From an optimization exercise on the open Yosys and OpenROAD flow, aimed at small area, a short achievable clock period and few clock cycles per item; shortcuts taken in it are not production practice. Only simulation tests tie the RTL to the original design; equivalence was not proved.

==> flow/design.v <==
package jdc_pkg;
  localparam int YEAR_W  = 14;
  localparam int MONTH_W = 4;
  localparam int DAY_W   = 5;
  localparam int JDN_W   = 23;
  localparam int TDATA_W = 48;
  localparam logic [22:0] JDN_EPOCH = 23'd1721119;   
  localparam logic [22:0] JDN_FIRST = 23'd1721426;   
  localparam logic [22:0] JDN_LAST  = 23'd5373484;   
  localparam logic [18:0] EST_OFS = 19'd37704;
endpackage
module jdc_ctrl (
  input  logic clk,
  input  logic rst_n,
  input  logic in_tvalid,
  input  logic out_tready,
  output logic en,
  output logic vld_out
);
  logic v1_r, v2_r, v3_r;
  assign en      = ~v3_r | out_tready;
  assign vld_out = v3_r;
  always_ff @(posedge clk) begin
    if (!rst_n) begin
      v1_r <= 1'b0;
      v2_r <= 1'b0;
      v3_r <= 1'b0;
    end else if (en) begin
      v1_r <= in_tvalid;
      v2_r <= v1_r;
      v3_r <= v2_r;
    end
  end
endmodule
module jdc_fwd (
  input  logic [13:0] year,
  input  logic [3:0]  month,
  input  logic [4:0]  day,
  output logic [13:0] y_mar,
  output logic [8:0]  tday
);
  logic       early;
  logic [8:0] tmon;
  assign early = (month <= 4'd2);
  always_comb begin
    if (year == 14'd0) y_mar = early ? 14'd0 : 14'd1;
    else               y_mar = year - {13'd0, early};
  end
  always_comb begin
    case (month)
      4'd0:  tmon = 9'd275;
      4'd1:  tmon = 9'd306;
      4'd2:  tmon = 9'd337;
      4'd3:  tmon = 9'd0;
      4'd4:  tmon = 9'd31;
      4'd5:  tmon = 9'd61;
      4'd6:  tmon = 9'd92;
      4'd7:  tmon = 9'd122;
      4'd8:  tmon = 9'd153;
      4'd9:  tmon = 9'd184;
      4'd10: tmon = 9'd214;
      4'd11: tmon = 9'd245;
      4'd12: tmon = 9'd275;
      4'd13: tmon = 9'd306;
      4'd14: tmon = 9'd337;
      default: tmon = 9'd367;
    endcase
  end
  assign tday = tmon + {4'd0, day};
endmodule
import jdc_pkg::*;
module jdc_inv_est (
  input  logic [22:0] n,
  output logic [13:0] y_est,
  output logic        err
);
  logic [18:0] p;
  assign err   = (n < JDN_FIRST) || (n > JDN_LAST);
  assign p     = 19'(n[22:6]) + 19'(n[22:8]) + 19'(n[22:9]) + 19'(n[22:11])
               - 19'(n[22:14]) - 19'(n[22:17]) - EST_OFS;
  assign y_est = p[16:3];
endmodule
module jdc_inv_dec (
  input  logic [8:0]  doy,       
  input  logic        corr,      
  input  logic [13:0] y_est,
  output logic [13:0] year,
  output logic [3:0]  month,
  output logic [4:0]  day
);
  logic [3:0] m;
  logic [8:0] start;
  logic       jf;
  always_comb begin
    if      (doy >= 9'd337) begin m = 4'd11; start = 9'd337; end
    else if (doy >= 9'd306) begin m = 4'd10; start = 9'd306; end
    else if (doy >= 9'd275) begin m = 4'd9;  start = 9'd275; end
    else if (doy >= 9'd245) begin m = 4'd8;  start = 9'd245; end
    else if (doy >= 9'd214) begin m = 4'd7;  start = 9'd214; end
    else if (doy >= 9'd184) begin m = 4'd6;  start = 9'd184; end
    else if (doy >= 9'd153) begin m = 4'd5;  start = 9'd153; end
    else if (doy >= 9'd122) begin m = 4'd4;  start = 9'd122; end
    else if (doy >= 9'd92)  begin m = 4'd3;  start = 9'd92;  end
    else if (doy >= 9'd61)  begin m = 4'd2;  start = 9'd61;  end
    else if (doy >= 9'd31)  begin m = 4'd1;  start = 9'd31;  end
    else                    begin m = 4'd0;  start = 9'd0;   end
  end
  assign jf    = (m >= 4'd10);
  assign month = jf ? (m - 4'd9) : (m + 4'd3);
  assign day   = 5'(doy[4:0] - start[4:0] + 5'd1);
  assign year  = y_est + {12'd0, corr & jf, corr ^ jf};
endmodule
import jdc_pkg::*;
module julian_day_converter (
  input  logic                         clk,
  input  logic                         rst_n,
  input  logic                         in_tvalid,
  output logic                         in_tready,
  input  logic [jdc_pkg::TDATA_W-1:0]  in_tdata,
  input  logic                         in_tuser,
  output logic                         out_tvalid,
  input  logic                         out_tready,
  output logic [jdc_pkg::TDATA_W-1:0]  out_tdata,
  output logic                         out_tuser
);
  logic        en;
  logic [13:0] y_mar, y_est;
  logic [8:0]  tday;
  logic        err0;
  logic [13:0] x1_r;      
  logic [9:0]  z1_r;      
  logic        op1_r, err1_r;
  logic [11:0] q;
  logic [15:0] cprod;
  logic [7:0]  cent;
  logic        r99, leap;
  logic [22:0] p;
  logic [9:0]  p2_r;      
  logic [13:0] w2_r;      
  logic [7:0]  c2_r;
  logic        leap2_r, op2_r, err2_r;
  logic [22:0] g;
  logic [9:0]  doy_c;
  logic        corr;
  logic [8:0]  doy;
  logic [13:0] w3_r;      
  logic [9:0]  d3_r;      
  logic        op3_r, err3_r;
  logic [13:0] year_d;
  logic [3:0]  month_d;
  logic [4:0]  day_d;
  jdc_ctrl u_ctrl (
    .clk        (clk),
    .rst_n      (rst_n),
    .in_tvalid  (in_tvalid),
    .out_tready (out_tready),
    .en         (en),
    .vld_out    (out_tvalid)
  );
  jdc_fwd u_fwd (
    .year  (in_tdata[13:0]),
    .month (in_tdata[17:14]),
    .day   (in_tdata[22:18]),
    .y_mar (y_mar),
    .tday  (tday)
  );
  jdc_inv_est u_est (
    .n     (in_tdata[45:23]),
    .y_est (y_est),
    .err   (err0)
  );
  assign in_tready = en;
  always_ff @(posedge clk) begin
    if (en) begin
      x1_r   <= in_tuser ? y_est : y_mar;
      z1_r   <= in_tuser ? ~in_tdata[32:23] : {1'b0, tday};
      op1_r  <= in_tuser;
      err1_r <= in_tuser & err0;
    end
  end
  assign q     = x1_r[13:2];
  assign cprod = ({1'b0, q, 3'd0}) + ({3'd0, q, 1'b0}) + {6'd0, q[11:2]} - {11'd0, q[11:7]};
  assign cent  = cprod[15:8];
  assign r99   = (x1_r[1:0] == 2'b11) && (cprod[7:0] >= 8'd246);
  assign leap  = (x1_r[1:0] == 2'b11) && (!r99 || (cent[1:0] == 2'b11));
  assign p = ({9'd0, x1_r} << 8) + ({9'd0, x1_r} << 6) + ({9'd0, x1_r} << 5)
           + ({9'd0, x1_r} << 3) + ({9'd0, x1_r} << 2) + {9'd0, x1_r}
           + {11'd0, x1_r[13:2]} + {13'd0, z1_r} + JDN_EPOCH + {22'd0, op1_r};
  always_ff @(posedge clk) begin
    if (en) begin
      p2_r    <= p[9:0];
      w2_r    <= op1_r ? x1_r : {1'b0, p[22:10]};
      c2_r    <= cent;
      leap2_r <= leap;
      op2_r   <= op1_r;
      err2_r  <= err1_r;
    end
  end
  assign g     = {w2_r[12:0], p2_r} - {15'd0, c2_r} + {17'd0, c2_r[7:2]};
  assign doy_c = ~g[9:0];
  assign corr  = leap2_r ? (doy_c >= 10'd366) : (doy_c >= 10'd365);
  assign doy   = corr ? 9'(doy_c - (leap2_r ? 10'd366 : 10'd365)) : doy_c[8:0];
  always_ff @(posedge clk) begin
    if (en) begin
      w3_r   <= op2_r ? w2_r : {1'b0, g[22:10]};
      d3_r   <= op2_r ? {corr, doy} : g[9:0];
      op3_r  <= op2_r;
      err3_r <= err2_r;
    end
  end
  jdc_inv_dec u_dec (
    .doy   (d3_r[8:0]),
    .corr  (d3_r[9]),
    .y_est (w3_r),
    .year  (year_d),
    .month (month_d),
    .day   (day_d)
  );
  always_comb begin
    out_tdata = '0;
    out_tuser = 1'b0;
    if (!op3_r) begin
      out_tdata[22:0] = {w3_r[12:0], d3_r};
    end else if (err3_r) begin
      out_tuser = 1'b1;
    end else begin
      out_tdata[36:23] = year_d;
      out_tdata[40:37] = month_d;
      out_tdata[45:41] = day_d;
    end
  end
endmodule
==> flow/config.mk <==
export PLATFORM = sky130hd
export DESIGN_NAME = julian_day_converter
export DESIGN_NICKNAME = julian_day_converter
export VERILOG_FILES = /design/flow/design.v
export SDC_FILE = /design/flow/constraint.sdc
export NUM_CORES = 4
export LEC_CHECK = 0
export CAP_MARGIN = 20
export CORE_MARGIN = 2
export CORE_UTILIZATION = 40
export SLEW_MARGIN = 20
==> flow/constraint.sdc <==
create_clock -name core_clock -period 6.0 [get_ports {clk}]
set_input_delay 1.2000 -clock core_clock [delete_from_list [all_inputs] [get_ports {clk}]]
set_output_delay 1.2000 -clock core_clock [all_outputs]
set_load 0.01 [all_outputs]
standard.sh (not shown) runs the stock make flow with config.mk's settings and CLKGATE_MAP_FILE= SYNTH_SCRIPT=/design/flow/synth_recipe.tcl, a recipe that flattens the netlist after the stock synthesis.
==> flow/flow/run.sh <==
#!/bin/bash
# Standard layout, with the port buffers made of buf_4 instead of the flow's
# default pick, which is a slow delay cell. Every port still gets a buffer.
set -e
cp standard.sh standard_sh.txt
export BUFFER_PORTS_ARGS="-buffer_cell sky130_fd_sc_hd__buf_4"
bash standard.sh > standard.log 2>&1
Testbench counts at the start, summed over its fixed seeds: cycles 8,024, items 8,000.
Change:
==> flow/run.sh (new file) <==
#!/bin/bash
# synth_recipe.tcl (not shown) runs the flow's synth.tcl, then flattens the netlist and writes it again
# the make line also repeats each setting of config.mk as NAME=value (left out here)
make -C /OpenROAD-flow-scripts/flow DESIGN_CONFIG=/design/flow/config.mk WORK_HOME=/design/flow/orfs CLKGATE_MAP_FILE= SYNTH_SCRIPT=/design/flow/synth_recipe.tcl finish
removed: flow/flow/run.sh
removed: flow/standard.sh
What happened: The changed run passed the timing, DRC and antenna checks. Synthesized area does not change. Register-to-register slack stays flat. Final cell count goes up by 2.3%. Maximum frequency fell by 4.7%. Sequential share of layout area decreases by 0.70 points. Flip-flop and latch count does not change. Global-route usage is about the same. Wire length rose by 0.51%.

========
Starts from the design.v that is shown in full above.
==> flow/config.mk <==
export PLATFORM = sky130hd
export DESIGN_NAME = julian_day_converter
export DESIGN_NICKNAME = julian_day_converter
export VERILOG_FILES = /design/flow/design.v
export SDC_FILE = /design/flow/constraint.sdc
export NUM_CORES = 4
export LEC_CHECK = 0
export CAP_MARGIN = 20
export CORE_MARGIN = 2
export CORE_UTILIZATION = 40
export SLEW_MARGIN = 20
==> flow/constraint.sdc <==
create_clock -name core_clock -period 6.0 [get_ports {clk}]
set_input_delay 1.2000 -clock core_clock [delete_from_list [all_inputs] [get_ports {clk}]]
set_output_delay 1.2000 -clock core_clock [all_outputs]
set_load 0.01 [all_outputs]
==> flow/flow/run.sh <==
#!/bin/bash
# Standard layout, with the port buffers made of buf_2 instead of the flow's
# default pick, which is a slow delay cell. Every port still gets a buffer.
set -e
cp standard.sh standard_sh.txt
export BUFFER_PORTS_ARGS="-buffer_cell sky130_fd_sc_hd__buf_2"
bash standard.sh > standard.log 2>&1
Testbench counts at the start, summed over its fixed seeds: cycles 8,024, items 8,000.
==> next run, changes <==
==> flow/run.sh (new file) <==
#!/bin/bash
# synth_recipe.tcl (not shown) runs the flow's synth.tcl, then flattens the netlist and writes it again
# the make line also repeats each setting of config.mk as NAME=value (left out here)
make -C /OpenROAD-flow-scripts/flow DESIGN_CONFIG=/design/flow/config.mk WORK_HOME=/design/flow/orfs CLKGATE_MAP_FILE= SYNTH_SCRIPT=/design/flow/synth_recipe.tcl finish
--- a/flow/config.mk
+++ b/flow/config.mk
@@ -7,0 +8 @@
+export ABC_AREA = 1
removed: flow/flow/run.sh
removed: flow/standard.sh
The changed run completed without violations.
Hold slack is better by 0.011 ns.
Design area climbs by about 8%.
Utilization rises by 2.0 points.
Area after synthesis rose by 3.3%.
Non-clock buffer count goes up by 4.
Clock skew grows by 0.010 ns.
Sequential share of layout area fell by 1.4 points.

[port drivers added, routing unchanged]
Ports are ideal in the flow. The routed layouts listed here were re-timed in OpenROAD. Step 1, drivers: a clkbuf_16 drives clk and a buf_2 each remaining input, both assumed. Step 2 times the ports against the registers' clock, not the clock port: input delays grow and output delays shrink by t, the midpoint of the rising clock arrivals with the driver on. Three values: no drivers, after step 1, after step 2; two values: the first two.
run | shift t [ns] | slack for setup (ns) | worst setup path at the end | slew at the worst register clock pin (ns) | pins driven straight from the clock port
the first run of note 1 | 0.389 | 0.475 / 0.497 / 0.108 | input to register | 0.07 / 0.07 | 1
the second run of note 1 | 0.395 | 0.206 / 0.228 / -0.167 | input to register | 0.07 / 0.07 | 1
the first run of note 2 | 0.389 | 0.403 / 0.429 / 0.040 | input to register | 0.06 / 0.06 | 1
the second run of note 2 | 0.403 | 0.407 / 0.358 / 0.252 | input to register | 0.08 / 0.08 | 1
With both steps, setup timing fails in the second run of note 1, where it was met with ideal ports. For the second run of note 1, which loses most, drivers alone change the setup slack by +0.022 ns; drivers and shift together by -0.373 ns.
